Source: an optimization exercise on an open RTL-to-GDS flow (aim: small area and a short achievable clock period). Production flows keep margins and buffers that such runs may drop.
RTL that was checked went through simulation tests only; none was proved equivalent to the original.
Function not checked in run 1: the RTL went through the layout flow alone.
No activity file was given, so power comes from the tool's default toggle rates.

<file path="flow/design.v">
module vdma_lsram_sdp #(
  parameter int DATA_WIDTH = 32,
  parameter int ADDR_WIDTH = 7
) (
  input  logic                  clk_i,
  input  logic                  rst_i,
  input  logic                  shift_i,
  input  logic [DATA_WIDTH-1:0] wdata_i,
  input  logic                  re_i,
  input  logic [ADDR_WIDTH:0]   level_i,
  output logic [DATA_WIDTH-1:0] rdata_o
);
  localparam int ENTRIES = (1 << ADDR_WIDTH) - 1;
  logic [DATA_WIDTH-1:0] mem_q [ENTRIES];
  logic [DATA_WIDTH-1:0] rdata_q, rdata_m;
  logic [ENTRIES-1:0]    rsel_q, rsel_d;
  always_comb begin
    for (int i = 0; i < ENTRIES; i++) begin
      if (i == 0) rsel_d[i] = (level_i[ADDR_WIDTH:1] == '0) | (level_i == (ADDR_WIDTH+1)'(2));
      else        rsel_d[i] = (level_i == (ADDR_WIDTH+1)'(i + 2));
    end
  end
  for (genvar b = 0; b < DATA_WIDTH; b++) begin : g_bit
    logic [ENTRIES-1:0] col;
    for (genvar i = 0; i < ENTRIES; i++) begin : g_col
      assign col[i] = mem_q[i][b];
    end
    vdma_lsram_rd_slice #(.N(ENTRIES)) u_rd (
      .d_i   (col),
      .sel_i (rsel_q),
      .y_o   (rdata_m[b])
    );
  end
  always_ff @(posedge clk_i) begin
    if (shift_i) begin
      mem_q[0] <= wdata_i;
      for (int i = 1; i < ENTRIES; i++) mem_q[i] <= mem_q[i-1];
    end
    rsel_q <= rsel_d;
  end
  always_ff @(posedge clk_i or posedge rst_i) begin
    if (rst_i) rdata_q <= '0;
    else if (re_i) rdata_q <= rdata_m;
  end
  assign rdata_o = rdata_q;
endmodule
module vdma_lsram_rd_slice #(
  parameter int N = 127
) (
  input  logic [N-1:0] d_i,
  input  logic [N-1:0] sel_i,
  output logic         y_o
);
  localparam int G = N / 3;
  localparam int R = N - 3 * G;
  logic [G-1:0] t_n;
  logic         r_n;
  for (genvar g = 0; g < G; g++) begin : g_aoi
    vdma_lsram_aoi222 u_aoi (.a_i(d_i[3*g +: 3]), .b_i(sel_i[3*g +: 3]), .y_no(t_n[g]));
  end
  if (R > 0) begin : g_rest
    assign r_n = ~|(d_i[N-1:3*G] & sel_i[N-1:3*G]);
  end else begin : g_norest
    assign r_n = 1'b1;
  end
  assign y_o = ~(&t_n & r_n);
endmodule
module vdma_lsram_aoi222 (
  input  logic [2:0] a_i,
  input  logic [2:0] b_i,
  output logic       y_no
);
  assign y_no = ~|(a_i & b_i);
endmodule
module vdma_lsram_fwft_fifo #(
  parameter int DATA_WIDTH    = 32,
  parameter int ADDR_WIDTH    = 7,
  parameter int AFULL_THRESH  = 2**ADDR_WIDTH - 4,
  parameter int AEMPTY_THRESH = 4
) (
  input  logic                  CLK,
  input  logic                  RESET,
  input  logic                  FLUSH,
  input  logic                  W_EN,
  input  logic [DATA_WIDTH-1:0] W_DATA,
  input  logic                  R_EN,
  output logic [DATA_WIDTH-1:0] R_DATA,
  output logic                  FULL,
  output logic                  EMPTY,
  output logic                  AFULL,
  output logic                  AEMPTY,
  output logic [ADDR_WIDTH:0]   LEVEL,
  output logic                  OVERFLOW,
  output logic                  UNDERFLOW
);
  localparam int               DEPTH    = 1 << ADDR_WIDTH;
  localparam int               LVL_W    = ADDR_WIDTH + 1;
  localparam logic [LVL_W-1:0] AFULL_L  = LVL_W'(AFULL_THRESH);
  localparam logic [LVL_W-1:0] AEMPTY_L = LVL_W'(AEMPTY_THRESH);
  logic [LVL_W-1:0]      level_q;
  logic                  valid_q, afull_q, aempty_q, ovf_q, ufl_q;
  logic                  full, push, pop, stored, refill, rd_load;
  logic [LVL_W-1:0]      level_d, level_nxt;
  logic                  afull_d, aempty_d;
  assign full    = level_q[ADDR_WIDTH];
  assign push    = W_EN & ~full;
  assign pop     = R_EN & valid_q;
  assign stored  = (level_q[LVL_W-1:1] != '0) | (level_q[0] & ~valid_q);
  assign refill  = stored & (~valid_q | R_EN);
  assign rd_load = ~valid_q | R_EN;
  always_comb begin
    level_d  = level_q;
    afull_d  = afull_q;
    aempty_d = aempty_q;
    if (push & ~pop) begin
      level_d  = level_q + 1'b1;
      afull_d  = (level_q >= AFULL_L - 1'b1);
      aempty_d = (level_q <= AEMPTY_L - 1'b1);
    end else if (pop & ~push) begin
      level_d  = level_q - 1'b1;
      afull_d  = (level_q >= AFULL_L + 1'b1);
      aempty_d = (level_q <= AEMPTY_L + 1'b1);
    end
  end
  assign level_nxt = FLUSH ? '0 : level_d;
  always_ff @(posedge CLK or posedge RESET) begin
    if (RESET) begin
      level_q  <= '0;
      valid_q  <= 1'b0;
      afull_q  <= 1'b0;
      aempty_q <= 1'b1;
      ovf_q    <= 1'b0;
      ufl_q    <= 1'b0;
    end else if (FLUSH) begin
      level_q  <= '0;
      valid_q  <= 1'b0;
      afull_q  <= 1'b0;
      aempty_q <= 1'b1;
      ovf_q    <= 1'b0;
      ufl_q    <= 1'b0;
    end else begin
      level_q  <= level_d;
      valid_q  <= refill | (valid_q & ~R_EN);
      afull_q  <= afull_d;
      aempty_q <= aempty_d;
      ovf_q    <= ovf_q | (W_EN & full);
      ufl_q    <= ufl_q | (R_EN & ~valid_q);
    end
  end
  vdma_lsram_sdp #(
    .DATA_WIDTH (DATA_WIDTH),
    .ADDR_WIDTH (ADDR_WIDTH)
  ) u_ram (
    .clk_i   (CLK),
    .rst_i   (RESET),
    .shift_i (push),
    .wdata_i (W_DATA),
    .re_i    (rd_load),
    .level_i (level_nxt),
    .rdata_o (R_DATA)
  );
  assign EMPTY     = ~valid_q;
  assign FULL      = full;
  assign AFULL     = afull_q;
  assign AEMPTY    = aempty_q;
  assign LEVEL     = level_q;
  assign OVERFLOW  = ovf_q;
  assign UNDERFLOW = ufl_q;
endmodule
</file>
<file path="flow/constraint.sdc">
create_clock -name core_clock -period 4.5 [get_ports {CLK}]
set_input_delay 0.9000 -clock core_clock [delete_from_list [all_inputs] [get_ports {CLK}]]
set_output_delay 0.9000 -clock core_clock [all_outputs]
set_load 0.01 [all_outputs]
</file>
<file path="flow/config.mk">
export PLATFORM = sky130hd
export DESIGN_NAME = vdma_lsram_fwft_fifo
export DESIGN_NICKNAME = vdma_lsram_fwft_fifo
export VERILOG_FILES = /design/flow/design.v
export SDC_FILE = /design/flow/constraint.sdc
export NUM_CORES = 4
export LEC_CHECK = 0
export CAP_MARGIN = 20
export CORE_MARGIN = 2
export CORE_UTILIZATION = 60
export CTS_CLUSTER_DIAMETER = 100
export CTS_CLUSTER_SIZE = 30
export SETUP_SLACK_MARGIN = 2.0
export SLEW_MARGIN = 20
export SYNTH_HIERARCHICAL = 1
</file>
<file path="flow/run.sh">
#!/bin/bash
# synth_recipe.tcl (not shown) runs the flow's synth.tcl, then flattens the netlist and writes it again
# the make line also repeats each setting of config.mk as NAME=value (left out here)
make -C /OpenROAD-flow-scripts/flow DESIGN_CONFIG=/design/flow/config.mk WORK_HOME=/design/flow/orfs CLKGATE_MAP_FILE= SYNTH_SCRIPT=/design/flow/synth_recipe.tcl finish
</file>
==> reports/qor.yml, run 1 <==
status:
  outcome: "complete, no violations"
routing:
  wl_per_cell_microns: 42.1
  first_iter_violations: 22100
  drc: 0
  drtAntennaViolNets: 0
  vias: 81100
  first_pass_iters: 11
  vias_per_cell: 7.83
  finalWirelength_microns: 436000
synth:
  muxShareOfSynthArea_pct: 0.266
  ys.flop_type: "edfxtp_1"
  synth_top_family_by_area: "compound AO/OA/AOI/OAI gates"
  synth-edff-count: 4064
  syn-cell-area_sq_um: 144000
  synth-simple-area-share_pct: 2.62
  synth_top_area_cell: "edfxtp_1"
  synth_seq_cells: 4236
  async_flop_share_pct: 1.06
  yosys-top-cells-area: "edfxtp_1 85%, a222oi_1 9.3%, dfxtp_1 1.8%"
  synthAdderAreaFrac_pct: 0.0261
  synthTopCellsByCount: "4064 x edfxtp_1, 1344 x a222oi_1, 356 x nand4_1"
  yosysTopAreaCellShare_pct: 84.7
  yosys.cell_count.top_type: "edfxtp_1"
  synth_xor_area_share_pct: 0.0235
  yosysWarnings: 9
  synth_cell_type_count: 52
  ys_seq_area_share_pct: 87.3
  synth.avg_cell_area_sq_um: 22.5
  synth_nets: 6434
  synth-compound-area-share_pct: 9.63
  syn_inst: 6394
sta:
  slew_viol_final: 0
  post-route-period-util_pct: 62.4
  max_slew_margin_pct: 14.7
  rsz0062_at_grt: "true"
  hold_viol_final: 0
  finalSetupViolations: 0
  period_needed_ns: 2.81
  fin_skew_ns: 0.0402
  worst_pin_slew_ns: 1.28
  max_freq_mhz: 356
  final.setup.tns_ns: 0
  hold_ws_ns: 0.434
pwr:
  switching_power_uw: 18900
  pwr-share-seq_pct: 68.8
  p_leak_uw: 0.0520
  p_comb_share_pct: 7.4
  switching_share_pct: 24.4
  p_per_area_nw_per_um2: 485
  p_clk_share_pct: 23.8
  internal_power_uw: 58700
  vdd_drop_max_mv: 0.376
cells_and_area:
  fin_nets: 7124
  utilization_pct: 67.2
  fill_cells: 15500
  drive_above_1_share_pct: 13.9
  synthToLayoutAreaGrowth_pct: 11.1
floorplan:
  num_rows: 179
  dieHeight_microns: 494
  start_util_pct: 60.5
  die_area_sq_um: 244000
  design.core.area_sq_um: 238000
  pin_count: 83
  fp.dieW_microns: 494
setup_path:
  cp_common_cell: "nand4_1"
  critPathTopFamily: "compound AO/OA/AOI/OAI gates"
  slowest_stage: "a222oi_1"
  startpoint_type: "flop"
  cp_data_required_time_ns: 5.24
  crit_buf_inv: 0
  r2r-start: "u_ram.rsel_q[111]"
  slowest_delay_ns: 1.06
  cp.arrival_ns: 3.55
  crit_chain: "a222oi_1 > nand4_1 > nor3_4 > nand4_1 > mux2_2"
  worstPathMaxFanout: 8
  cp-end-kind: "flop"
  startpoint: "u_ram.rsel_q[111]"
  crit_type: "flop to flop"
grt:
  overflow: 0
  grt_pass1_vias: 72500
  antenna_found_initial: 30
  grtUsageTotal_pct: 34.2
  grt_max_degree: 205
  grt_pass1_wl_microns: 582000
cts:
  cts_tree: "yes"
  cts_buffers: 159
  cts_max_path_buffers: 3
  cts_root_buf: "clkbuf_16"
  insertion_delay_ns: 0.86
  ctsHoldBuffers: 0
  clk_pin_slew_ns: 0.12
  cts.sinks: 4236
  h-tree-depth: 4
place:
  hpwl_microns: 261000
  numPortBuffers: 82
  place_congestion: 0.868
worst_hold_path:
  min_path_type: "flop to flop"
  hp-start: "u_ram.mem_q[43][24]"
flow_run:
  maxCapViolations: 0
## power by group through the flow
stage,sequential (uW),combinational [uW],clock (uW)
floorplan,53700,2290,0
global placement,53800,4640,0
detailed placement,54000,4740,0
CTS,53200,5150,18700
global route,53700,6020,19900
finish,53300,5770,18500
## logic make-up (layout without fill, tap and decap cells)
| kind of cell | after synthesis | in the layout |
|---|---|---|
| compound gates | 1400 | 1402 |
| xor+xnor | 3 | 3 |
| fa+ha+maj | 3 | 3 |
| buf+inv | 46 | 826 |
| flops | 4236 | 4236 |
| mux | 34 | 35 |
| other cells | 0 | 21 |
| simple gates | 672 | 675 |
## modules after synthesis (local to each module, per instance), excerpt
| module | cells inside | times used |
|---|---|---|
| vdma_lsram_fwft_fifo | 96 | 1 |
| vdma_lsram_aoi222 | 1 | 1344 |
## state kept, by name (all words and copies together) (netlist names)
signal and count:
u_ram.mem_q 4064, u_ram.rdata_q 32, ufl_q 1, level_q 8, ovf_q 1, valid_q 1, aempty_q 1, afull_q 1
u_ram.rsel_q 127
## per-stage QoR
step | power (uW) | instance area (sq um) | setup WS, ns | std cells
floorplan | 56000 | 144000 | -7.43 | 6394
global placement | 58500 | 151000 | 0.391 | 9857
detailed placement | 58700 | 151000 | 0.383 | 9857
CTS | 77000 | 158000 | 1.75 | 10200
global route | 79600 | 160000 | 1.77 | 10300
finish | 77600 | 160000 | 1.69 | 10400
## repair_timing
| action | CTS | global route |
|---|---|---|
| gates cloned | 17 | 16 |
| setup endpoints to repair | 3045 | 1381 |
| resized for setup | 506 | 180 |
| setup buffers | 98 | 100 |
| pin swaps | 165 | 145 |
## area by class of cell
type                       count  area (sq um)  area share, %
clock inverter                 5          65.1         0.0407
timing repair inverter         2          32.5         0.0203
clock buffer                 252          4540           2.84
inverter                       7          57.6         0.0360
timing repair buffer         560          6120           3.83
antenna                       21          52.6         0.0328
multi-input combinational   2118         19300           12.0
tap                         3167          3960           2.48
sequential                  4236        126000           78.7
## per-layer routing
layer	track usage (%)	part of all wire, %	vias to the layer above
li1	-	-	31300
met1	51.9	37	42600
met2	49.7	45	6602
met3	7.92	14	595
met4	11.9	4.1	20
met5	0	0.033	-
## cells in the final DEF, fill, tap and decap left out, types with 23 or more instances in the layout
master           count
edfxtp_1          4064
a222oi_1          1344
nand4_1            356
buf_4              294
clkbuf_16          181
nor2_1             117
clkbuf_1            83
buf_6               80
buf_12              54
dfxtp_1             48
dfxtp_4             42
nand2_1             37
dfxtp_2             37
clkdlybuf4s50_1     34
buf_2               33
nor2_2              29
dfrtp_2             25
nor4_2              24
a211oi_1            23
## worst paths after layout
kind,endpoint,slack (ns),cells after the start
min in group asynchronous,level_q[2],0.58,2
worst max-delay path,u_ram.rdata_q[25],1.69,5
worst max register to register,u_ram.rdata_q[25],1.69,5
worst min register to register,u_ram.mem_q[44][24],0.43,0
max in group asynchronous,u_ram.rdata_q[17],2.88,3
worst min-delay path,u_ram.mem_q[44][24],0.43,0
==> run 2: changes to the inputs <==
--- a/flow/design.v
+++ b/flow/design.v
@@ -12,7 +12,7 @@
 );
   localparam int ENTRIES = (1 << ADDR_WIDTH) - 1;
   logic [DATA_WIDTH-1:0] mem_q [ENTRIES];
-  logic [DATA_WIDTH-1:0] rdata_q, rdata_m;
+  logic [DATA_WIDTH-1:0] rdata_q, rdata_d;
   logic [ENTRIES-1:0]    rsel_q, rsel_d;
   always_comb begin
     for (int i = 0; i < ENTRIES; i++) begin
@@ -28,7 +28,9 @@
     vdma_lsram_rd_slice #(.N(ENTRIES)) u_rd (
       .d_i   (col),
       .sel_i (rsel_q),
-      .y_o   (rdata_m[b])
+      .ld_i  (re_i),
+      .q_i   (rdata_q[b]),
+      .y_o   (rdata_d[b])
     );
   end
   always_ff @(posedge clk_i) begin
@@ -40,7 +42,7 @@
   end
   always_ff @(posedge clk_i or posedge rst_i) begin
     if (rst_i) rdata_q <= '0;
-    else if (re_i) rdata_q <= rdata_m;
+    else       rdata_q <= rdata_d;
   end
   assign rdata_o = rdata_q;
 endmodule
@@ -49,6 +51,8 @@
 ) (
   input  logic [N-1:0] d_i,
   input  logic [N-1:0] sel_i,
+  input  logic         ld_i,
+  input  logic         q_i,
   output logic         y_o
 );
   localparam int G = N / 3;
@@ -63,7 +67,7 @@
   end else begin : g_norest
     assign r_n = 1'b1;
   end
-  assign y_o = ~(&t_n & r_n);
+  assign y_o = ld_i ? ~(&t_n & r_n) : q_i;
 endmodule
 module vdma_lsram_aoi222 (
   input  logic [2:0] a_i,
--- a/flow/config.mk
+++ b/flow/config.mk
@@ -10,6 +10,7 @@
 export CORE_UTILIZATION = 60
 export CTS_CLUSTER_DIAMETER = 100
 export CTS_CLUSTER_SIZE = 30
+export PLACE_DENSITY = 0.72
 export SETUP_SLACK_MARGIN = 2.0
 export SLEW_MARGIN = 20
 export SYNTH_HIERARCHICAL = 1
==> run 2 against run 1 <==
- via count fell by 1.2%
- utilization down 0.94 points
- sequential cell count is the same
- maximum frequency increased by 5.3%
- die area barely moved
- critical path type unchanged
- clock skew is 0.010 ns lower
==> reports/qor.yml, run 2 <==
status:
  outcome: "complete, no violations"
place:
  numPortBuffers: 82
  place_congestion: 0.886
  hpwl_microns: 236000
cts:
  insertion_delay_ns: 0.88
  h-tree-depth: 4
  ctsHoldBuffers: 0
  clk_pin_slew_ns: 0.12
  cts_root_buf: "clkbuf_16"
  cts_max_path_buffers: 3
  cts_buffers: 159
  cts.sinks: 4236
  cts_tree: "yes"
grt:
  overflow: 0
  grt_pass1_vias: 72300
  grt_pass1_wl_microns: 545000
  grtUsageTotal_pct: 31.5
  grt_max_degree: 209
  antenna_found_initial: 25
setup_path:
  crit_end: "u_ram.rdata_q[8]"
  cp.arrival_ns: 3.39
  startpoint: "u_ram.rsel_q[0]"
  cp_data_required_time_ns: 5.22
  crit_type: "flop to flop"
  cp-end-kind: "flop"
  r2r-start: "u_ram.rsel_q[0]"
  reg2reg_to: "u_ram.rdata_q[8]"
  reg2reg_slack_ns: 1.83
  startpoint_type: "flop"
  worstPathMaxFanout: 6
  reg2reg_depth: 6
pwr:
  vdd_drop_max_mv: 0.437
  p_per_area_nw_per_um2: 489
  p_leak_uw: 0.0506
  p_clk_share_pct: 23.5
  switching_share_pct: 24.3
  switching_power_uw: 18700
  p_comb_share_pct: 7.2
  pwr-share-seq_pct: 69.2
  internal_power_uw: 58400
  p_total_uw: 77200
sta:
  slew_viol_final: 0
  final.setup.tns_ns: 0
  period_needed_ns: 2.67
  fin_skew_ns: 0.0300
  max_freq_mhz: 375
  finalSetupViolations: 0
  worst_pin_slew_ns: 1.23
  hold_ws_ns: 0.442
  post-route-period-util_pct: 59.2
  max_slew_margin_pct: 18.1
  rsz0062_at_grt: "true"
  hold_viol_final: 0
floorplan:
  num_rows: 179
  die_area_sq_um: 244000
  pin_count: 83
  start_util_pct: 60.4
  fp.dieW_microns: 494
  design.core.area_sq_um: 238000
  dieHeight_microns: 494
cells_and_area:
  largest_reg_flops: 4064
  final_common_cell: "edfxtp_1"
  drive_above_1_share_pct: 10.8
  synthToLayoutAreaGrowth_pct: 9.60
  final_cell_mix: "4064 x edfxtp_1, 1344 x a222oi_1, 324 x nand4_1"
  fin_nets: 6899
  fill_cells: 15100
  multi_input_area_sq_um: 19400
  top_register: "u_ram.mem_q"
  reg_top3: "u_ram.mem_q: 4064 flops, u_ram.rsel_q: 127 flops, u_ram.rdata_q: 32 flops"
  seqCellArea_sq_um: 126000
worst_hold_path:
  min_path_cells: 0
  min_path_type: "flop to flop"
synth:
  syn_inst: 6358
  yosys-top-cells-area: "edfxtp_1 85%, a222oi_1 9.3%, dfxtp_1 1.8%"
  yosys.cell_count.top_type: "edfxtp_1"
  synth_seq_cells: 4236
  yosysTopAreaCellShare_pct: 84.8
  syn-cell-area_sq_um: 144000
  synth.avg_cell_area_sq_um: 22.6
  synth_nets: 6398
  ys.flop_type: "edfxtp_1"
  yosysWarnings: 9
  async_flop_share_pct: 1.06
  synth_cell_type_count: 51
  synthTopCellsByCount: "4064 x edfxtp_1, 1344 x a222oi_1, 324 x nand4_1"
  synth-edff-count: 4064
  synth_top_area_cell: "edfxtp_1"
  ys_seq_area_share_pct: 87.3
routing:
  first_pass_iters: 13
  finalWirelength_microns: 398000
  vias_per_cell: 7.93
  drtAntennaViolNets: 0
  first_iter_violations: 23100
  vias: 80200
  drc: 0
  wl_per_cell_microns: 39.3
flow_run:
  maxCapViolations: 0
-- run 2: what timing repair did --
action	CTS	global route
gates resized for setup	426	171
setup endpoints to repair	3287	2385
pin swaps	39	110
gates cloned	13	11
setup buffers	48	44
hold endpoints to repair	0	0
-- run 2: worst min-delay path by stage --
stage / from / endpoint / slack (ns)
after floorplan: u_ram.mem_q[99][0] / u_ram.mem_q[100][0] / 0.43
after global routing: u_ram.mem_q[25][18] / u_ram.mem_q[26][18] / 0.45
after CTS: u_ram.mem_q[6][22] / u_ram.mem_q[7][22] / 0.43
final: u_ram.mem_q[25][18] / u_ram.mem_q[26][18] / 0.44
after global placement: u_ram.mem_q[51][8] / u_ram.mem_q[52][8] / 0.43
after detailed placement: u_ram.mem_q[111][7] / u_ram.mem_q[112][7] / 0.43
-- run 2: cell families (layout without fill, tap and decap cells) --
kind of cell	after synthesis	count (layout)	share of synthesized area [%]
DFF	4236	4236	87.3
AOI/OAI and AO/OA	1432	1432	9.94
and+or+nand+nor	640	643	2.53
buffers and inverters	42	618	0.164
adders and majority gates	3	3	0.0261
xor gates and xnor gates	3	3	0.0235
muxes	2	2	0.0156
other	0	10	0
-- run 2: stage by stage --
step                      cell area (sq um)  std cells  setup slack [ns]  util [%]
after CTS                            156000      10000              1.80      65.7
after detailed placement             150000       9749             0.433      63.1
after floorplan                      144000       6358             -7.43         -
after global placement               150000       9748             0.375      63.1
after global routing                 158000      10100              1.82      66.2
final                                158000      10100              1.83      66.2
-- run 2: final cells by class --
type | count | area share (%)
flip-flops and latches | 4236 | 79.7
multi-input cells | 2083 | 12.3
clock buffers | 227 | 2.76
well taps | 3167 | 2.51
repair buffers | 370 | 2.50
clock inverters | 12 | 0.109
inverters | 7 | 0.0373
repair inverters | 2 | 0.0206
diodes | 10 | 0.0159
-- run 2: worst max-delay path, cell delays in order, from the launching register on --
cell	delay, ns
dfxtp_4	0.45
buf_12	0.17
buf_4	0.13
a222oi_1	0.78
nand4_1	0.23
nor4_1	0.59
a31oi_1	0.16
-- run 2: power groups by stage --
stage | Combinational [uW] | Sequential, uW | Clock, uW
2_1_floorplan | 2270 | 53700 | 0
3_3_place_gp | 4270 | 53700 | 0
3_5_place_dp | 4400 | 54000 | 0
4_1_cts | 4950 | 53300 | 18300
5_1_grt | 5810 | 53800 | 19500
6_report | 5560 | 53400 | 18200
-- run 2: metal layers --
| metal | up-vias | part of all wire [%] | global-route usage, % |
|---|---|---|---|
| met5 | - | 0.11 | 0 |
| met4 | 12 | 2.7 | 8.44 |
| met3 | 561 | 18 | 11.3 |
| met2 | 7829 | 43 | 43.4 |
| met1 | 41000 | 36 | 48.1 |
| li1 | 30800 | - | - |
-- run 2: modules after synthesis, one instance, submodules excluded, excerpt --
module | cell area, sq um | flip-flops and latches | cells
vdma_lsram_aoi222 | 10.0 | 0 | 1
vdma_lsram_fwft_fifo | 900 | 13 | 96
==> run 3: changes to the inputs <==
--- a/flow/config.mk
+++ b/flow/config.mk
@@ -10,7 +10,6 @@
 export CORE_UTILIZATION = 60
 export CTS_CLUSTER_DIAMETER = 100
 export CTS_CLUSTER_SIZE = 30
-export PLACE_DENSITY = 0.72
 export SETUP_SLACK_MARGIN = 2.0
 export SLEW_MARGIN = 20
 export SYNTH_HIERARCHICAL = 1
==> run 3 against run 2 <==
- still clean
- non-clock buffer count up 90
- power up 1.1%
- clock-buffer cell count up 21
- largest cell class unchanged
- largest power group unchanged
==> reports/qor.yml, run 3 <==
cells_and_area:
  reg_top3: "u_ram.mem_q: 4064 flops, u_ram.rsel_q: 127 flops, u_ram.rdata_q: 32 flops"
  fill_cells: 15700
  largest_reg_flops: 4064
  final_cell_mix: "4064 x edfxtp_1, 1344 x a222oi_1, 324 x nand4_1"
  top_register: "u_ram.mem_q"
  synthToLayoutAreaGrowth_pct: 10.2
  instances_no_fill: 10200
  drive_above_1_share_pct: 12.0
  fin_nets: 6992
  final_common_cell: "edfxtp_1"
synth:
  synth.avg_cell_area_sq_um: 22.6
  yosysWarnings: 9
  synth_seq_cells: 4236
  yosysTopAreaCellShare_pct: 84.8
  async_flop_share_pct: 1.06
  synth_nets: 6398
  yosys-top-cells-area: "edfxtp_1 85%, a222oi_1 9.3%, dfxtp_1 1.8%"
  synth_cell_type_count: 51
  ys.flop_type: "edfxtp_1"
  synthTopCellsByCount: "4064 x edfxtp_1, 1344 x a222oi_1, 324 x nand4_1"
  syn-cell-area_sq_um: 144000
  syn_inst: 6358
  synth-edff-count: 4064
  ys_seq_area_share_pct: 87.3
  synth_top_area_cell: "edfxtp_1"
  yosys.cell_count.top_type: "edfxtp_1"
setup_path:
  slowest_delay_ns: 0.67
  startpoint: "u_ram.rsel_q[2]"
  cp.arrival_ns: 3.38
  cp_data_required_time_ns: 5.19
  crit_chain: "buf_12 > a222oi_1 > nand4_1 > nor4_2 > buf_4 > a31oi_1"
  slowest_stage: "nand4_1"
  cp-end-kind: "flop"
  crit_type: "flop to flop"
  worstPathMaxFanout: 16
  startpoint_type: "flop"
  r2r-start: "u_ram.rsel_q[2]"
routing:
  wl_per_cell_microns: 42.0
  drtAntennaViolNets: 0
  finalWirelength_microns: 429000
  drc: 0
  vias_per_cell: 7.84
  first_pass_iters: 13
  first_iter_violations: 20400
  vias: 80100
sta:
  slew_viol_final: 0
  finalSetupViolations: 0
  max_freq_mhz: 372
  setup_slack_ns: 1.81
  rsz0062_at_grt: "true"
  post-route-period-util_pct: 59.7
  max_slew_margin_pct: 14.9
  worst_pin_slew_ns: 1.28
  hold_viol_final: 0
  fin_skew_ns: 0.0405
  period_needed_ns: 2.69
  final.setup.tns_ns: 0
floorplan:
  num_rows: 179
  dieHeight_microns: 494
  die_area_sq_um: 244000
  pin_count: 83
  fp.dieW_microns: 494
  design.core.area_sq_um: 238000
  start_util_pct: 60.4
cts:
  clk_pin_slew_ns: 0.12
  cts_root_buf: "clkbuf_16"
  h-tree-depth: 4
  cts_tree: "yes"
  ctsHoldBuffers: 0
  insertion_delay_ns: 0.87
  cts_buffers: 159
  cts_max_path_buffers: 3
  cts.sinks: 4236
grt:
  overflow: 0
  antenna_found_initial: 29
  grtUsageTotal_pct: 33.9
  grt_max_degree: 207
  grt_pass1_vias: 72100
  grt_pass1_wl_microns: 578000
flow_run:
  maxCapViolations: 0
pwr:
  vdd_drop_max_mv: 0.419
  p_leak_uw: 0.0511
  p_per_area_nw_per_um2: 492
  p_total_uw: 78000
status:
  outcome: "complete, no violations"
worst_hold_path:
  min_path_type: "flop to flop"
  hp-start: "u_ram.mem_q[115][27]"
place:
  place_congestion: 0.892
  place_inst: 9826
  pre_cts_ws_ns: 0.406
  numPortBuffers: 82
  hpwl_microns: 264000
==> run 3: area by class of cell <==
| class | instances | area [sq um] | area share [%] |
|---|---|---|---|
| clock buffer | 248 | 4480 | 2.83 |
| sequential | 4236 | 126000 | 79.3 |
| timing repair buffer | 460 | 4880 | 3.08 |
| inverter | 7 | 58.8 | 0.0371 |
| antenna | 7 | 17.5 | 0.0110 |
| multi-input combinational | 2086 | 19300 | 12.1 |
| clock inverter | 7 | 71.3 | 0.0449 |
| tap | 3167 | 3960 | 2.50 |
| timing repair inverter | 2 | 32.5 | 0.0205 |
==> run 3: final timing paths <==
check	to	slack, ns	cells past startpoint
max	u_ram.rdata_q[25]	1.81	6
min	u_ram.mem_q[116][27]	0.44	0
max reg2reg	u_ram.rdata_q[25]	1.81	6
min reg2reg	u_ram.mem_q[116][27]	0.44	0
max in group asynchronous	u_ram.rdata_q[10]	2.87	3
min in group asynchronous	u_ram.rdata_q[9]	0.77	2
==> run 3: through the flow <==
stage / instance area (sq um) / utilization [%] / hold WS, ns
detailed placement: 151000 / 63.4 / 0.431
floorplan: 144000 / - / 0.426
CTS: 157000 / 66.0 / 0.438
finish: 159000 / 66.6 / 0.437
global route: 159000 / 66.6 / 0.451
global placement: 151000 / 63.4 / 0.428
==> run 3: cell families (layout without fill, tap and decap cells) <==
family                   count (synthesis)  in the layout  share of synthesized area (%)
flip-flops                            4236           4236                           87.3
AO/OA/AOI/OAI                         1432           1433                           9.94
AND/OR/NAND/NOR                        640            645                           2.53
buffers and inverters                   42            724                          0.164
adder cells (fa/ha/maj)                  3              3                         0.0261
XOR/XNOR                                 3              3                         0.0235
multiplexers                             2              2                         0.0156
other                                    0              7                              0
==> run 3: what timing repair did <==
| item | in CTS | in global routing |
|---|---|---|
| endpoints found under the setup margin | 2443 | 839 |
| setup buffers | 52 | 57 |
| pin swaps | 71 | 91 |
| gates cloned | 5 | 17 |
| gates resized for setup | 446 | 155 |
==> run 3: routing by layer <==
layer,wire [microns],track usage [%],part of all wire [%],up-vias
met1,161000,50.5,38,42200
met2,194000,50.6,45,6189
met4,18600,11.9,4.3,28
met5,188,0,0.044,-
li1,-,-,-,31100
met3,54900,7.31,13,585
==> run 3: power breakdown <==
group          internal [uW]  total [uW]  switching (uW)
Clock                   7010       18400           11400
Combinational           1770        5760            4000
Sequential             49900       53800            3980
Total                  58600       78000           19400
==> run 3: critical path, delay by kind of cell, from the launching register on <==
family                 cells  cell delay, ns
AOI/OAI and AO/OA          2            0.69
buffers and inverters      2            0.31
DFF                        1            0.37
and+or+nand+nor            2            1.12
==> run 3: per-module statistics from Yosys (local to each module, per instance), excerpt <==
module	cells inside	flip-flops and latches
vdma_lsram_fwft_fifo	96	13
vdma_lsram_aoi222	1	0
==> run 4: changes to the inputs <==
--- a/flow/config.mk
+++ b/flow/config.mk
@@ -10,6 +10,6 @@
 export CORE_UTILIZATION = 60
 export CTS_CLUSTER_DIAMETER = 100
 export CTS_CLUSTER_SIZE = 30
-export SETUP_SLACK_MARGIN = 2.0
+export SETUP_SLACK_MARGIN = 1.8
 export SLEW_MARGIN = 20
 export SYNTH_HIERARCHICAL = 1
==> run 4 against run 3 <==
- clock power about the same
- area after synthesis unchanged
- critical endpoint unchanged
- non-clock buffer count down 77
- sequential cell count unchanged
- setup slack worse by 0.13 ns
- cell area down 1.1%
- die area unchanged
- sequential power about the same
- clock-buffer cell count unchanged
- first-iteration DRC count down 2.5%
==> reports/qor.yml, run 4 <==
setup_path:
  reg2reg_depth: 6
  cp_data_required_time_ns: 5.19
  reg2reg_slack_ns: 1.68
  reg2reg_to: "u_ram.rdata_q[25]"
  r2r-start: "u_ram.rsel_q[0]"
  crit_type: "flop to flop"
  cp.arrival_ns: 3.51
  startpoint_type: "flop"
  worstPathMaxFanout: 32
  cp-end-kind: "flop"
synth:
  yosysTopAreaCellShare_pct: 84.8
  muxShareOfSynthArea_pct: 0.0156
  async_flop_share_pct: 1.06
  synth.avg_cell_area_sq_um: 22.6
  yosys-top-cells-area: "edfxtp_1 85%, a222oi_1 9.3%, dfxtp_1 1.8%"
  syn_inst: 6358
  synth_xor_area_share_pct: 0.0235
  yosysWarnings: 9
  yosys.cell_count.top_type: "edfxtp_1"
  synth-edff-count: 4064
  synth_top_area_cell: "edfxtp_1"
  ys.flop_type: "edfxtp_1"
  synthTopCellsByCount: "4064 x edfxtp_1, 1344 x a222oi_1, 324 x nand4_1"
  ys_seq_area_share_pct: 87.3
  syn-cell-area_sq_um: 144000
  synth-simple-area-share_pct: 2.53
  synth_cell_type_count: 51
  synth_top_family_by_area: "compound AO/OA/AOI/OAI gates"
  synth_nets: 6398
  synth_seq_cells: 4236
  synthAdderAreaFrac_pct: 0.0261
  synth-compound-area-share_pct: 9.94
floorplan:
  start_util_pct: 60.4
  dieHeight_microns: 494
  die_area_sq_um: 244000
  num_rows: 179
  design.core.area_sq_um: 238000
  fp.dieW_microns: 494
  pin_count: 83
pwr:
  p_per_area_nw_per_um2: 492
  vdd_drop_max_mv: 0.413
  p_leak_uw: 0.0505
sta:
  max_freq_mhz: 355
  finalSetupViolations: 0
  hold_viol_final: 0
  max_slew_margin_pct: 11.2
  post-route-period-util_pct: 62.6
  fin_skew_ns: 0.0422
  period_needed_ns: 2.82
  final.setup.tns_ns: 0
  worst_pin_slew_ns: 1.33
  slew_viol_final: 0
  rsz0062_at_grt: "true"
routing:
  vias_per_cell: 7.84
  wl_per_cell_microns: 41.7
  drtAntennaViolNets: 0
  first_iter_violations: 19900
  vias: 79600
  first_pass_iters: 13
  drc: 0
  finalWirelength_microns: 423000
cts:
  cts_buffers: 159
  cts_root_buf: "clkbuf_16"
  cts_max_path_buffers: 3
  ctsHoldBuffers: 0
  h-tree-depth: 4
  cts_tree: "yes"
  insertion_delay_ns: 0.87
  cts.sinks: 4236
  clk_pin_slew_ns: 0.11
place:
  numPortBuffers: 82
  hpwl_microns: 264000
  place_congestion: 0.892
  place_inst: 9826
cells_and_area:
  final_common_cell: "edfxtp_1"
  instances_no_fill: 10200
  largest_reg_flops: 4064
  synthToLayoutAreaGrowth_pct: 9.00
  reg_top3: "u_ram.mem_q: 4064 flops, u_ram.rsel_q: 127 flops, u_ram.rdata_q: 32 flops"
  drive_above_1_share_pct: 9.63
  fin_nets: 6911
  final_cell_mix: "4064 x edfxtp_1, 1344 x a222oi_1, 324 x nand4_1"
  top_register: "u_ram.mem_q"
worst_hold_path:
  min_path_type: "flop to flop"
  min_path_cells: 0
  worstHoldEndpoint: "u_ram.mem_q[104][26]"
  hp-start: "u_ram.mem_q[103][26]"
grt:
  antenna_found_initial: 39
  grtUsageTotal_pct: 33.8
  overflow: 0
  grt_pass1_vias: 71800
  grt_pass1_wl_microns: 576000
  grt_max_degree: 207
status:
  outcome: "complete, no violations"
flow_run:
  maxCapViolations: 0
[run 4: cell counts after synthesis]
Identical to the previous run, type by type.
[run 4: modules after synthesis (local to each module, per instance), excerpt]
module | times used | area (sq um) | flip-flops and latches | cells inside
vdma_lsram_aoi222 | 1344 | 10.0 | 0 | 1
vdma_lsram_fwft_fifo | 1 | 900 | 13 | 96
[run 4: logic make-up after synthesis]
group | after synthesis
adder cells (fa/ha/maj) | 3
AND/OR/NAND/NOR | 640
flip-flops | 4236
AO/OA/AOI/OAI | 1432
multiplexers | 2
buffers and inverters | 42
XOR/XNOR | 3
[run 4: critical path: stages (launching register included)]
cell      delay, ns
dfxtp_1        0.35
buf_12         0.20
a222oi_1       0.70
nand4_1        0.74
nor4_2         0.39
buf_4          0.17
a31oi_1        0.07
[run 4: how the worst max path moves through the flow]
stage               startpoint                end  slack, ns
2_1_floorplan             W_EN   u_ram.rsel_q[21]      -7.43
3_3_place_gp              W_EN   u_ram.rsel_q[74]       0.47
3_5_place_dp              W_EN   u_ram.rsel_q[17]       0.41
4_1_cts             level_q[7]  u_ram.rsel_q[120]       1.70
5_1_grt             level_q[0]  u_ram.rsel_q[124]       1.74
6_report       u_ram.rsel_q[0]  u_ram.rdata_q[25]       1.68
[run 4: per-layer routing]
| metal | wire [microns] | global-route usage [%] | vias up |
|---|---|---|---|
| met3 | 55000 | 7.40 | 552 |
| li1 | - | - | 30900 |
| met4 | 16100 | 11.3 | 32 |
| met5 | 209 | 0 | - |
| met2 | 193000 | 50.4 | 6255 |
| met1 | 159000 | 50.4 | 41900 |
[run 4: layout make-up]
| class | instances | area [sq um] |
|---|---|---|
| Tap cell | 3167 | 3960 |
| Inverter | 7 | 56.3 |
| Antenna cell | 22 | 55.1 |
| Timing Repair inverter | 2 | 32.5 |
| Sequential cell | 4236 | 126000 |
| Fill cell | 15900 | 81400 |
| Clock inverter | 7 | 71.3 |
| Timing Repair Buffer | 383 | 3640 |
| Multi-Input combinational cell | 2082 | 18800 |
| Clock buffer | 248 | 4480 |
[run 4: stage by stage]
| stage | setup WS, ns | cell area (sq um) | utilization, % | hold slack (ns) | total power [uW] |
|---|---|---|---|---|---|
| 2_1_floorplan | -7.43 | 144000 | - | 0.426 | 56000 |
| 3_3_place_gp | 0.466 | 151000 | 63.4 | 0.428 | 58900 |
| 3_5_place_dp | 0.406 | 151000 | 63.4 | 0.431 | 59100 |
| 4_1_cts | 1.70 | 156000 | 65.7 | 0.438 | 77200 |
| 5_1_grt | 1.74 | 157000 | 65.8 | 0.452 | 79300 |
| 6_report | 1.68 | 157000 | 65.9 | 0.440 | 77300 |
[run 4: power breakdown]
| part | total (uW) | switching (uW) | internal, uW |
|---|---|---|---|
| registers | 53900 | 4030 | 49900 |
| clock network | 18400 | 11400 | 7010 |
| logic | 5020 | 3690 | 1340 |
| total | 77300 | 19100 | 58200 |
[run 4: what timing repair did]
action | in CTS | in global routing
hold endpoints to repair | 0 | 0
cloned | 6 | 3
gates resized for setup | 233 | 39
buffers inserted | 23 | 18
setup endpoints to repair | 1406 | 1236
pin swaps | 22 | 18
==> run 5: changes to the inputs <==
--- a/flow/config.mk
+++ b/flow/config.mk
@@ -10,6 +10,7 @@
 export CORE_UTILIZATION = 60
 export CTS_CLUSTER_DIAMETER = 100
 export CTS_CLUSTER_SIZE = 30
+export PLACE_DENSITY = 0.72
 export SETUP_SLACK_MARGIN = 1.8
 export SLEW_MARGIN = 20
 export SYNTH_HIERARCHICAL = 1
==> run 5 against run 4 <==
- setup slack about the same
- maximum frequency is essentially flat
- synthesized cell count unchanged
- via count fell by 0.34%
- worst hold slack got worse by 0.013 ns
- clock-buffer cell count is 21 lower
- power down 1.2%
- register-to-register slack better by 0.02 ns
- highest routed layer unchanged
==> reports/qor.yml, run 5 <==
cts:
  cts.sinks: 4236
  cts_buffers: 159
  insertion_delay_ns: 0.90
  cts_max_path_buffers: 3
  cts_tree: "yes"
  cts_root_buf: "clkbuf_16"
  h-tree-depth: 4
  clk_pin_slew_ns: 0.11
  ctsHoldBuffers: 0
worst_hold_path:
  min_path_type: "flop to flop"
  min_path_cells: 0
grt:
  grt_max_degree: 210
  use_met1_pct: 47.9
  overflow: 0
  grt_pass1_wl_microns: 541000
  grt_use_met2_pct: 43.0
  grt_pass1_vias: 71600
  antenna_found_initial: 30
  use_met3_pct: 11.1
  grtUsageTotal_pct: 31.2
  busiest_layer: "met1"
setup_path:
  crit_chain: "clkdlybuf4s50_1 > nand2b_4 > clkinv_16 > buf_12 > buf_12"
  crit_type: "input pin to flop"
  slowest_stage: "buf_12"
  reg2reg_depth: 4
  cp.arrival_ns: 3.33
  worstPathMaxFanout: 176
  startpoint_type: "input pin"
  cp-end-kind: "flop"
  cp_common_cell: "buf_12"
  slowest_delay_ns: 0.63
  cp_data_required_time_ns: 5.01
floorplan:
  die_area_sq_um: 244000
  design.core.area_sq_um: 238000
  start_util_pct: 60.4
  dieHeight_microns: 494
  pin_count: 83
  num_rows: 179
  fp.dieW_microns: 494
synth:
  ys.flop_type: "edfxtp_1"
  synth_nets: 6398
  synth-edff-count: 4064
  synth_seq_cells: 4236
  yosysTopAreaCellShare_pct: 84.8
  synthTopCellsByCount: "4064 x edfxtp_1, 1344 x a222oi_1, 324 x nand4_1"
  ys_seq_area_share_pct: 87.3
  syn_inst: 6358
  synth.avg_cell_area_sq_um: 22.6
  yosys.cell_count.top_type: "edfxtp_1"
  synth_cell_type_count: 51
  syn-cell-area_sq_um: 144000
  yosysWarnings: 9
  async_flop_share_pct: 1.06
  yosys-top-cells-area: "edfxtp_1 85%, a222oi_1 9.3%, dfxtp_1 1.8%"
  synth_top_area_cell: "edfxtp_1"
routing:
  drc: 0
  vias: 79400
  finalWirelength_microns: 392000
  wl_per_cell_microns: 39.2
  first_iter_violations: 23200
  drtAntennaViolNets: 0
  vias_per_cell: 7.92
  first_pass_iters: 14
sta:
  max_slew_margin_pct: 14.7
  setup_slack_ns: 1.68
  hold_viol_final: 0
  worst_pin_slew_ns: 1.28
  final.setup.tns_ns: 0
  finalSetupViolations: 0
  slew_viol_final: 0
  max_freq_mhz: 355
  rsz0062_at_grt: "true"
  fin_skew_ns: 0.0461
  post-route-period-util_pct: 62.6
  period_needed_ns: 2.82
  hold_ws_ns: 0.427
pwr:
  p_per_area_nw_per_um2: 490
  internal_power_uw: 57900
  p_leak_uw: 0.0499
  pwr-share-seq_pct: 70.1
  vdd_drop_max_mv: 0.430
  p_comb_share_pct: 6.1
  switching_share_pct: 24.1
  p_clk_share_pct: 23.8
  switching_power_uw: 18400
cells_and_area:
  reg_top3: "u_ram.mem_q: 4064 flops, u_ram.rsel_q: 127 flops, u_ram.rdata_q: 32 flops"
  drive_above_1_share_pct: 8.08
  multi_input_area_sq_um: 18700
  utilization_pct: 65.4
  fill_cells: 15300
  top_register: "u_ram.mem_q"
  final_common_cell: "edfxtp_1"
  seqCellArea_sq_um: 126000
  final_cell_mix: "4064 x edfxtp_1, 1344 x a222oi_1, 324 x nand4_1"
  fin_nets: 6808
  synthToLayoutAreaGrowth_pct: 8.24
  largest_reg_flops: 4064
place:
  place_congestion: 0.886
  hpwl_microns: 236000
  numPortBuffers: 82
  pre_cts_ws_ns: 0.433
flow_run:
  maxCapViolations: 0
status:
  outcome: "complete, no violations"
==> run 5: cell counts after synthesis <==
No cell type changed its count.
==> run 5: power groups by stage <==
stage                     clock network, uW  logic [uW]  registers, uW
after CTS                             18300        4470          53300
after global routing                  19500        4940          53900
after floorplan                           0        2270          53700
after detailed placement                  0        4400          54000
after global placement                    0        4270          53700
final                                 18100        4690          53500
==> run 5: timing repair <==
item                                     CTS  global route
buffers inserted                          11             8
pin swaps                                  8            24
endpoints found under the setup margin  2013          1650
resized for setup                        185            53
gates cloned                               1             5
==> run 5: per-module statistics from Yosys, one instance, submodules excluded, excerpt <==
module	area, sq um	flip-flops and latches
vdma_lsram_fwft_fifo	900	13
vdma_lsram_aoi222	10.0	0
==> run 5: layout make-up <==
cell class              count  area share [%]
inverters                   7          0.0345
well taps                3167            2.54
clock buffers             227            2.80
diodes                      5         0.00803
repair inverters            1          0.0104
multi-input cells        2080            12.0
clock inverters            12           0.110
repair buffers            283            1.78
flip-flops and latches   4236            80.7
==> run 5: cell families after synthesis <==
logic type	after synthesis	share of synthesized area [%]
flops	4236	87.3
compound gates	1432	9.94
simple gates	640	2.53
buf+inv	42	0.164
xor+xnor	3	0.0235
fa+ha+maj	3	0.0261
mux	2	0.0156
==> run 5: metrics by stage <==
| stage | cell area, sq um | cells | power, uW |
|---|---|---|---|
| finish | 156000 | 10000 | 76300 |
| global route | 156000 | 10000 | 78300 |
| CTS | 155000 | 10000 | 76100 |
| detailed placement | 150000 | 9749 | 58400 |
| global placement | 150000 | 9748 | 58000 |
| floorplan | 144000 | 6358 | 56000 |
==> run 5: worst paths after layout <==
path	from	end	slack [ns]
setup / recovery	W_EN	u_ram.mem_q[54][10]	1.68
hold reg to reg	u_ram.mem_q[6][22]	u_ram.mem_q[7][22]	0.43
hold / removal	u_ram.mem_q[6][22]	u_ram.mem_q[7][22]	0.43
max in group asynchronous	RESET	u_ram.rdata_q[5]	3.12
min in group asynchronous	RESET	level_q[0]	0.67
setup reg to reg	level_q[7]	u_ram.mem_q[54][10]	1.70
==> run 5: critical path, delay by kind of cell <==
kind,cells,cell delay [ns]
buffers and inverters,4,1.88
and+or+nand+nor,1,0.14
==> run 5: per-layer routing <==
metal | part of all wire, % | routed length (microns)
met1 | 36 | 143000
met2 | 43 | 167000
met3 | 18 | 71600
met4 | 2.8 | 10800
met5 | 0.067 | 263
==> run 6: changes to the inputs <==
--- a/flow/config.mk
+++ b/flow/config.mk
@@ -11,6 +11,6 @@
 export CTS_CLUSTER_DIAMETER = 100
 export CTS_CLUSTER_SIZE = 30
 export PLACE_DENSITY = 0.72
-export SETUP_SLACK_MARGIN = 1.8
+export SETUP_SLACK_MARGIN = 2.1
 export SLEW_MARGIN = 20
 export SYNTH_HIERARCHICAL = 1
==> run 6 against run 5 <==
- still clean on timing, DRC and antenna
- setup slack better by 0.14 ns
- worst hold slack better by 0.010 ns
- cell count increased by 1.8%
- wire length grew 3.1%
- utilization up 1.5 points
- non-clock buffer count increased by 157
- largest cell class unchanged
- highest routed layer unchanged
==> reports/qor.yml, run 6 <==
status:
  outcome: "complete, no violations"
cells_and_area:
  drive_above_1_share_pct: 12.6
  top_register: "u_ram.mem_q"
  largest_reg_flops: 4064
  final_cell_mix: "4064 x edfxtp_1, 1344 x a222oi_1, 324 x nand4_1"
  fin_nets: 6974
  fill_cells: 14800
  synthToLayoutAreaGrowth_pct: 10.8
  final_common_cell: "edfxtp_1"
  reg_top3: "u_ram.mem_q: 4064 flops, u_ram.rsel_q: 127 flops, u_ram.rdata_q: 32 flops"
sta:
  worst_pin_slew_ns: 1.29
  hold_viol_final: 0
  finalSetupViolations: 0
  slew_viol_final: 0
  post-route-period-util_pct: 59.4
  final.setup.tns_ns: 0
  fin_skew_ns: 0.0331
  setup_slack_ns: 1.83
  max_freq_mhz: 374
  rsz0062_at_grt: "true"
  period_needed_ns: 2.67
  max_slew_margin_pct: 14.1
worst_hold_path:
  min_path_type: "flop to flop"
  worstHoldEndpoint: "u_ram.mem_q[28][13]"
  min_path_cells: 0
  hp-start: "u_ram.mem_q[27][13]"
cts:
  insertion_delay_ns: 0.88
  clk_pin_slew_ns: 0.12
  cts.sinks: 4236
  cts_tree: "yes"
  cts_root_buf: "clkbuf_16"
  cts_max_path_buffers: 3
  h-tree-depth: 4
  cts_buffers: 159
  ctsHoldBuffers: 0
setup_path:
  r2r-start: "level_q[2]"
  slowest_delay_ns: 0.52
  reg2reg_depth: 9
  cp.arrival_ns: 3.48
  cp-end-kind: "flop"
  slowest_stage: "or4_4"
  crit_type: "flop to flop"
  reg2reg_slack_ns: 1.83
  crit_chain: "or3_4 > nor3_4 > a22oi_2 > mux2_4 > buf_6 > or4_4 > buf_12 > buf_16 > nor2_1"
  reg2reg_to: "u_ram.rsel_q[10]"
  worstPathMaxFanout: 6
  startpoint_type: "flop"
  cp_data_required_time_ns: 5.30
floorplan:
  pin_count: 83
  die_area_sq_um: 244000
  fp.dieW_microns: 494
  start_util_pct: 60.4
  dieHeight_microns: 494
  design.core.area_sq_um: 238000
  num_rows: 179
grt:
  overflow: 0
  grt_pass1_wl_microns: 550000
  antenna_found_initial: 21
  grt_max_degree: 209
  grt_pass1_vias: 73000
  grtUsageTotal_pct: 31.7
synth:
  synth.avg_cell_area_sq_um: 22.6
  synth-compound-area-share_pct: 9.94
  synth_top_family_by_area: "compound AO/OA/AOI/OAI gates"
  syn_inst: 6358
  synthTopCellsByCount: "4064 x edfxtp_1, 1344 x a222oi_1, 324 x nand4_1"
  synth_cell_type_count: 51
  muxShareOfSynthArea_pct: 0.0156
  ys.flop_type: "edfxtp_1"
  async_flop_share_pct: 1.06
  ys_seq_area_share_pct: 87.3
  yosysWarnings: 9
  synthAdderAreaFrac_pct: 0.0261
  synth_seq_cells: 4236
  yosys-top-cells-area: "edfxtp_1 85%, a222oi_1 9.3%, dfxtp_1 1.8%"
  synth-edff-count: 4064
  synth-simple-area-share_pct: 2.53
  yosys.cell_count.top_type: "edfxtp_1"
  synth_nets: 6398
  synth_xor_area_share_pct: 0.0235
  syn-cell-area_sq_um: 144000
  synth_top_area_cell: "edfxtp_1"
  yosysTopAreaCellShare_pct: 84.8
routing:
  first_pass_iters: 13
  first_iter_violations: 22900
  drc: 0
  vias: 81100
  vias_per_cell: 7.95
  wl_per_cell_microns: 39.7
  finalWirelength_microns: 405000
  drtAntennaViolNets: 0
pwr:
  p_per_area_nw_per_um2: 487
  vdd_drop_max_mv: 0.433
  p_leak_uw: 0.0513
flow_run:
  maxCapViolations: 0
place:
  place_congestion: 0.886
  numPortBuffers: 82
  pre_cts_ws_ns: 0.433
  hpwl_microns: 236000
## run 6: area by class of cell
| cell class | instances | area (sq um) | area share, % |
|---|---|---|---|
| clock buffer | 227 | 4360 | 2.73 |
| clock inverter | 12 | 171 | 0.107 |
| inverter | 7 | 66.3 | 0.0416 |
| timing repair buffer | 440 | 5190 | 3.26 |
| timing repair inverter | 3 | 43.8 | 0.0275 |
| multi-input combinational | 2087 | 19800 | 12.4 |
| tap | 3167 | 3960 | 2.48 |
| antenna | 15 | 37.5 | 0.0235 |
| sequential | 4236 | 126000 | 78.9 |
## run 6: per-layer routing
metal,GRT usage [%],wire length (microns),up-vias,share of wire (%)
met2,43.8,172000,7992,43
li1,-,-,31000,-
met4,9.20,13000,10,3.2
met1,47.8,144000,41400,36
met5,0.431,337,-,0.083
met3,11.8,75400,658,19
## run 6: per-stage QoR
step                      utilization [%]  instance area (sq um)  hold slack (ns)  instances  total power (uW)
after global routing                 66.9                 160000            0.448      10200             79600
after CTS                            66.2                 158000            0.427      10100             76900
after global placement               63.1                 150000            0.428       9748             58000
after floorplan                         -                 144000            0.426       6358             56000
after detailed placement             63.1                 150000            0.431       9749             58400
final                                66.9                 160000            0.437      10200             77700
## run 6: power by group
part	switching (uW)	internal (uW)	leakage, uW	total (uW)
logic	4040	1990	0.00794	6030
registers	3640	49800	0.0412	53500
clock network	11300	6910	0.00218	18200
total	18900	58700	0.0513	77700
## run 6: worst max-delay path by stage
stage	slack [ns]	to	cells after the start	start
after detailed placement	0.43	u_ram.rsel_q[0]	8	W_EN
after CTS	1.80	AEMPTY	1	aempty_q
after global placement	0.38	u_ram.rdata_q[31]	5	R_EN
after global routing	1.76	u_ram.rsel_q[114]	12	valid_q
final	1.83	u_ram.rsel_q[10]	9	level_q[2]
after floorplan	-7.43	u_ram.rsel_q[21]	10	W_EN
## run 6: worst max-delay path: cells and delay by family (launching register included)
kind,cells,cell delay (ns)
AOI/OAI and AO/OA,1,0.08
buffers and inverters,3,0.43
DFF,1,0.47
muxes,1,0.33
and+or+nand+nor,4,1.28
## run 6: logic make-up after synthesis
family | after synthesis
flip-flops | 4236
AO/OA/AOI/OAI | 1432
buffers and inverters | 42
adder cells (fa/ha/maj) | 3
multiplexers | 2
AND/OR/NAND/NOR | 640
XOR/XNOR | 3
## run 6: modules after synthesis, one instance, submodules excluded, excerpt
module | cells | flops+latches
vdma_lsram_fwft_fifo | 96 | 13
vdma_lsram_aoi222 | 1 | 0
## run 6: timing repair
| action | CTS | global route |
|---|---|---|
| hold endpoints to repair | 0 | 0 |
| setup endpoints to repair | 3415 | 1499 |
| buffers inserted | 95 | 57 |
| pin swaps | 145 | 145 |
| cloned | 21 | 18 |
| resized for setup | 593 | 209 |
==> run 7: changes to the inputs <==
--- a/flow/config.mk
+++ b/flow/config.mk
@@ -7,10 +7,9 @@
 export LEC_CHECK = 0
 export CAP_MARGIN = 20
 export CORE_MARGIN = 2
-export CORE_UTILIZATION = 60
+export CORE_UTILIZATION = 65
 export CTS_CLUSTER_DIAMETER = 100
 export CTS_CLUSTER_SIZE = 30
-export PLACE_DENSITY = 0.72
-export SETUP_SLACK_MARGIN = 2.1
+export SETUP_SLACK_MARGIN = 2.0
 export SLEW_MARGIN = 20
 export SYNTH_HIERARCHICAL = 1
==> run 7 against run 6 <==
- sequential share of layout area up 0.80 points
- synthesized cell count unchanged
- clock power about the same
- global-route usage up 4.5 points
- maximum frequency shrank 4.5%
- non-clock buffer count down 6
- first-iteration DRC count decreased by 5.8%
- clock skew grew 0.0013 ns
- critical path type unchanged
- wire length up 3.5%
- die area down 7.6%
==> reports/qor.yml, run 7 <==
status:
  outcome: "complete, no violations"
routing:
  dr_wl_met2_microns: 188000
  vias: 80100
  first_pass_iters: 13
  drtAntennaViolNets: 0
  wirelength_met1_microns: 148000
  finalWirelength_microns: 419000
  first_iter_violations: 21500
  wl_per_cell_microns: 42.0
  top_layer_used: "met5"
  wl_met3_microns: 65200
  drc: 0
  vias_per_cell: 8.03
grt:
  antenna_found_initial: 23
  grt_pass1_vias: 72000
  grtUsageTotal_pct: 36.3
  overflow: 0
  grt_max_degree: 201
  grt_pass1_wl_microns: 568000
cells_and_area:
  drive_above_1_share_pct: 11.9
  final_area_sq_um: 158000
  fill_cells: 13300
  synthToLayoutAreaGrowth_pct: 9.68
  fin_nets: 6964
  top_register: "u_ram.mem_q"
  utilization_pct: 71.8
  largest_reg_flops: 4064
  final_common_cell: "edfxtp_1"
  reg_top3: "u_ram.mem_q: 4064 flops, u_ram.rsel_q: 127 flops, u_ram.rdata_q: 32 flops"
  final_cell_mix: "4064 x edfxtp_1, 1344 x a222oi_1, 324 x nand4_1"
floorplan:
  die_area_sq_um: 225000
  num_rows: 172
  pin_count: 83
  dieHeight_microns: 475
  fp.dieW_microns: 475
  start_util_pct: 65.5
  design.core.area_sq_um: 220000
synth:
  muxShareOfSynthArea_pct: 0.0156
  synth-simple-area-share_pct: 2.53
  synth_top_area_cell: "edfxtp_1"
  synth_cell_type_count: 51
  synthAdderAreaFrac_pct: 0.0261
  ys.flop_type: "edfxtp_1"
  yosysTopAreaCellShare_pct: 84.8
  syn-cell-area_sq_um: 144000
  synth_xor_area_share_pct: 0.0235
  synth.avg_cell_area_sq_um: 22.6
  synth_top_family_by_area: "compound AO/OA/AOI/OAI gates"
  synth-edff-count: 4064
  synth-compound-area-share_pct: 9.94
  synth_nets: 6398
  yosys-top-cells-area: "edfxtp_1 85%, a222oi_1 9.3%, dfxtp_1 1.8%"
  ys_seq_area_share_pct: 87.3
  async_flop_share_pct: 1.06
  syn_inst: 6358
  synthTopCellsByCount: "4064 x edfxtp_1, 1344 x a222oi_1, 324 x nand4_1"
  yosysWarnings: 9
  synth_seq_cells: 4236
  yosys.cell_count.top_type: "edfxtp_1"
sta:
  finalSetupViolations: 0
  worst_pin_slew_ns: 1.22
  rsz0062_at_grt: "true"
  max_freq_mhz: 357
  hold_viol_final: 0
  fin_skew_ns: 0.0344
  max_slew_margin_pct: 18.6
  slew_viol_final: 0
  post-route-period-util_pct: 62.2
  period_needed_ns: 2.80
  final.setup.tns_ns: 0
worst_hold_path:
  min_path_cells: 0
  min_path_type: "flop to flop"
cts:
  insertion_delay_ns: 0.86
  cts_buffers: 159
  cts.sinks: 4236
  cts_root_buf: "clkbuf_16"
  h-tree-depth: 4
  cts_tree: "yes"
  clk_pin_slew_ns: 0.11
  cts_max_path_buffers: 3
setup_path:
  cp_common_cell: "buf_4"
  worstPathMaxFanout: 9
  cp.arrival_ns: 3.51
  slowest_delay_ns: 0.99
  cp-end-kind: "flop"
  slowest_stage: "a222oi_1"
  startpoint_type: "flop"
  crit_type: "flop to flop"
  crit_chain: "buf_4 > a222oi_1 > buf_4 > nand4_1 > nor4_2 > a31oi_1"
  reg2reg_depth: 6
  cp_data_required_time_ns: 5.21
flow_run:
  maxCapViolations: 0
place:
  hpwl_microns: 255000
  numPortBuffers: 82
  place_congestion: 0.911
  placed_area_sq_um: 150000
pwr:
  internal_power_uw: 58700
  vdd_drop_max_mv: 0.422
  pwr-share-seq_pct: 69.0
  p_comb_share_pct: 7.5
  switching_share_pct: 24.6
  p_per_area_nw_per_um2: 492
  p_total_uw: 77700
  p_clk_share_pct: 23.5
  switching_power_uw: 19100
  p_leak_uw: 0.0508
run 7: changes by cell type in the layout (fill, tap and decap cells not counted), sizes merged, moves of 2 or more:
cell         before  now
clkbuf          244  241
clkinv            8    5
dlygate4sd2       1    3
inv              13    9
diode            15   10
run 7: layer usage:
| metal | vias up | global-route usage [%] |
|---|---|---|
| li1 | 30900 | - |
| met1 | 41600 | 52.9 |
| met2 | 6904 | 52.9 |
| met3 | 608 | 10.8 |
| met4 | 20 | 13.3 |
| met5 | - | 0 |
run 7: cell type report:
| class | instances | area (sq um) | area share, % |
|---|---|---|---|
| Antenna cell | 10 | 25.0 | 0.0158 |
| Clock buffer | 234 | 4450 | 2.82 |
| Clock inverter | 7 | 75.1 | 0.0475 |
| Inverter | 7 | 56.3 | 0.0357 |
| Multi-Input combinational cell | 2085 | 19200 | 12.2 |
| Sequential cell | 4236 | 126000 | 79.7 |
| Tap cell | 2958 | 3700 | 2.34 |
| Timing Repair Buffer | 434 | 4530 | 2.87 |
| Timing Repair inverter | 1 | 16.3 | 0.0103 |
run 7: worst paths after layout:
check / start / endpoint / slack [ns]
max reg2reg: u_ram.rsel_q[104] / u_ram.rdata_q[11] / 1.70
min reg2reg: u_ram.mem_q[92][16] / u_ram.mem_q[93][16] / 0.44
max: u_ram.rsel_q[104] / u_ram.rdata_q[11] / 1.70
min in group asynchronous: RESET / ovf_q / 0.68
max in group asynchronous: RESET / u_ram.rdata_q[31] / 2.80
min: u_ram.mem_q[92][16] / u_ram.mem_q[93][16] / 0.44
run 7: what timing repair did:
item	CTS	global route
pin swaps	81	99
hold buffers	0	0
setup buffers	76	35
gates cloned	8	9
endpoints found under the setup margin	3311	1287
resized for setup	411	181
run 7: power by group through the flow:
stage | sequential, uW | clock [uW] | combinational (uW)
3_3_place_gp | 54200 | 0 | 4470
5_1_grt | 54000 | 19600 | 6080
4_1_cts | 53500 | 18500 | 5310
6_report | 53600 | 18200 | 5850
3_5_place_dp | 54400 | 0 | 4570
2_1_floorplan | 53700 | 0 | 2270
run 7: critical path, delay by kind of cell, from the launching register on:
kind                   cells  cell delay [ns]
AO/OA/AOI/OAI              2             1.10
flip-flops                 1             0.39
AND/OR/NAND/NOR            2             0.68
buffers and inverters      2             0.48
run 7: per-module statistics from Yosys (local to each module, per instance), a selection:
module	copies in the design	cells	cell area [sq um]	flip-flops and latches
vdma_lsram_fwft_fifo	1	96	900	13
vdma_lsram_aoi222	1344	1	10.0	0
run 7: cells by family (layout without fill, tap and decap cells):
family / count (synthesis) / count (layout)
compound gates: 1432 / 1433
mux: 2 / 2
buf+inv: 42 / 683
fa+ha+maj: 3 / 3
simple gates: 640 / 644
flops: 4236 / 4236
other cells: 0 / 10
xor+xnor: 3 / 3
run 7: through the flow:
stage,hold slack (ns),setup slack [ns],instances
floorplan,0.426,-7.43,6358
global placement,0.429,0.466,9591
detailed placement,0.431,0.398,9592
CTS,0.445,1.76,9917
global route,0.461,1.74,9963
finish,0.443,1.70,9972

==> static timing again, ports no longer ideal <==
No port has a modelled driver above. Below, the same layouts with a new extraction and two added sets of constraints. Step 1 sets driving cells, clkbuf_16 on the clock port and buf_2 on the other inputs (assumed; they add their load-dependent delay and slew). Step 2 also shifts input and output timing later by t, the mid clock arrival at the registers, as if the neighbouring blocks saw the same clock. a / b / c = no drivers / after step 1 / after step 2; a / b = the first two.
run	shift t [ns]	setup WS [ns]	worst setup path at the end	worst slew at a driven data input, ns	cell pins on the clock port's net
run 1	0.942	1.692 / 1.692 / 0.971	input to register	0.16	1
run 2	0.966	1.834 / 1.755 / 0.940	input to register	0.24	1
run 3	0.955	1.812 / 1.794 / 1.041	input to register	0.08	1
run 4	0.956	1.683 / 1.683 / 0.892	input to register	0.08	1
run 5	0.969	1.684 / 1.624 / 0.655	input to register	0.24	1
run 6	0.955	1.826 / 1.743 / 0.789	input to register	0.24	1
run 7	0.942	1.701 / 1.701 / 0.964	input to register	0.08	1
After both steps setup and hold are still met in every run listed. For run 6, which loses most, drivers alone change the setup slack by -0.083 ns; drivers and shift together by -1.037 ns.
